Source: an optimization exercise on an open RTL-to-GDS flow (aim: small area, a short achievable clock period and few clock cycles). Production flows keep margins and buffers that such runs may drop.
Only simulation tests tie the RTL to the original design; equivalence was not proved.

Design hilo_muldiv, start of the top module:
module hilo_muldiv (
  input  logic        clk,
  input  logic        rst_n,
  input  logic [3:0]  mul_func,
  input  logic [31:0] in_a,
  input  logic [31:0] in_b,
  output logic [31:0] hi,
  output logic [31:0] lo,
  output logic        busy
);
  localparam logic [2:0] S_IDLE = 3'd0;
  localparam logic [2:0] S_MUL  = 3'd1;
  localparam logic [2:0] S_DABS = 3'd2;    
  localparam logic [2:0] S_DALN = 3'd3;    
  localparam logic [2:0] S_DIV  = 3'd4;    
  localparam logic [2:0] S_DEND = 3'd5;    
  localparam logic [2:0] S_DFIX = 3'd6;    
  localparam logic [2:0] S_MXA  = 3'd7;    
  logic [2:0]  state;
  logic [4:0]  cnt;
  logic [32:0] opa;       
  logic [32:0] opb;       
  logic [3:0]  e_one;     
  logic [3:0]  e_two;     
  logic [3:0]  e_ng;      
  logic        msub;      
  logic        mub;       
  logic        mlast;     
  logic        mshort;    
  logic [1:0]  pend;      
  logic        dsgn;
  logic        neg_q;
  logic        neg_r;
  logic        wen_h;     
  logic        wen_l;     
  logic        rsgn;      
  logic dec_mul, dec_div, dec_sgn, dec_acc, dec_sub;
  always_comb begin
    dec_mul = 1'b0; dec_div = 1'b0; dec_sgn = 1'b0; dec_acc = 1'b0; dec_sub = 1'b0;
    case (mul_func)
      4'd1:  begin dec_mul = 1'b1; dec_sgn = 1'b1; end
      4'd2:  begin dec_mul = 1'b1; end
      4'd3:  begin dec_div = 1'b1; dec_sgn = 1'b1; end
      4'd4:  begin dec_div = 1'b1; end
      4'd7:  begin dec_mul = 1'b1; dec_sgn = 1'b1; dec_acc = 1'b1; end
      4'd8:  begin dec_mul = 1'b1; dec_acc = 1'b1; end
      4'd9:  begin dec_mul = 1'b1; dec_sgn = 1'b1; dec_acc = 1'b1; dec_sub = 1'b1; end
      4'd10: begin dec_mul = 1'b1; dec_acc = 1'b1; dec_sub = 1'b1; end
      default: ;
    endcase
  end
  function automatic logic [2:0] booth(input logic [2:0] b, input logic sub);
    booth = {b[2] ^ sub,
             (b[2] & ~b[1] & ~b[0]) | (~b[2] & b[1] & b[0]),
             b[1] ^ b[0]};
  endfunction
  ...
Size: ~3000 cells after synthesis, roughly 23000 µm² of cells after synthesis.
Settings: LEC_CHECK=0, CAP_MARGIN=20, CORE_MARGIN=2, CORE_UTILIZATION=40, PLACE_DENSITY=0.8, SLEW_MARGIN=20, SETUP_SLACK_MARGIN=6.5, BUFFER_PORTS_ARGS=-buffer_cell sky130_fd_sc_hd__buf_2; clock period 12.0 ns.
standard.sh (not shown) runs the stock make flow with config.mk's settings and CLKGATE_MAP_FILE= SYNTH_SCRIPT=/design/flow/synth_recipe.tcl, a recipe that flattens the netlist after the stock synthesis.
==> flow/flow/run.sh <==
#!/bin/bash
# The standard layout (standard.sh, unchanged synthesis and steps), with two
# changes to how the layout is made; the clock constraint itself is unchanged:
#  - every port still gets its own buffer, but a plain sky130_fd_sc_hd__buf_2
#    instead of the delay buffer the placer would pick (smaller and faster).
sed -i '/SETUP_SLACK_MARGIN/d;/BUFFER_PORTS_ARGS/d' config.mk
echo "export SETUP_SLACK_MARGIN = 6.5" >> config.mk
echo "export BUFFER_PORTS_ARGS = -buffer_cell sky130_fd_sc_hd__buf_2" >> config.mk
bash standard.sh > standard.log 2>&1
The baseline passed the timing, design-rule and antenna checks.
Testbench counts at the start, summed over its fixed seeds: cycles 40,210.
Then changed:
- CAP_MARGIN: 20 -> 10
- PLACE_DENSITY: 0.8 -> 0.7
- SLEW_MARGIN: 20 -> 10
Result: The new run produced a clean layout; via count goes down by 2.2%; wire length rises by about 2.7%; hold slack stays flat; area after synthesis does not change; clock-buffer cell count is lower by 4; sequential share of layout area went up by 0.20 points; core utilization decreases by 0.48 points; die area does not change; synthesized cell count stays the same.
Then changed:
==> flow/flow/run.sh (replaced) <==
#!/bin/bash
sed -i '/SETUP_SLACK_MARGIN/d' config.mk
echo "export SETUP_SLACK_MARGIN = 6.5" >> config.mk
bash standard.sh > standard.log 2>&1
- BUFFER_PORTS_ARGS: -buffer_cell sky130_fd_sc_hd__buf_2 -> unset
- CAP_MARGIN: 10 -> 20
- PLACE_DENSITY: 0.7 -> unset
- SLEW_MARGIN: 10 -> 20
Effect: The changed run completed with no timing, DRC or antenna violations. First-iteration DRC count decreases by about a fifth. Cell area grows by a few percent. Wire length rose by about a fifth.

[port drivers added, routing unchanged]
The flow's constraints put no driver on any port. The routed layouts listed below were extracted and timed again, unchanged, in two steps. Step 1, drivers: a clkbuf_16 drives clk and a buf_2 each remaining input, both assumed. Step 2 times the ports against the registers' clock, not the clock port: input delays grow and output delays shrink by t, the midpoint of the rising clock arrivals with the driver on. a / b / c = ideal / step 1 / step 2; a / b = the first two.
run | t, ns | setup WS [ns] | worst register clock-pin slew, ns
the first run | 0.536 | 6.392 / 6.392 / 6.285 | 0.08 / 0.08
the second run | 0.572 | 6.430 / 6.430 / 6.387 | 0.09 / 0.09
the third run | 0.573 | 6.295 / 6.295 / 6.029 | 0.09 / 0.09
After both steps every run listed still meets setup and hold. The setup slack of the third run, which loses most, moves by 0.000 ns with the drivers and by -0.266 ns with both steps.
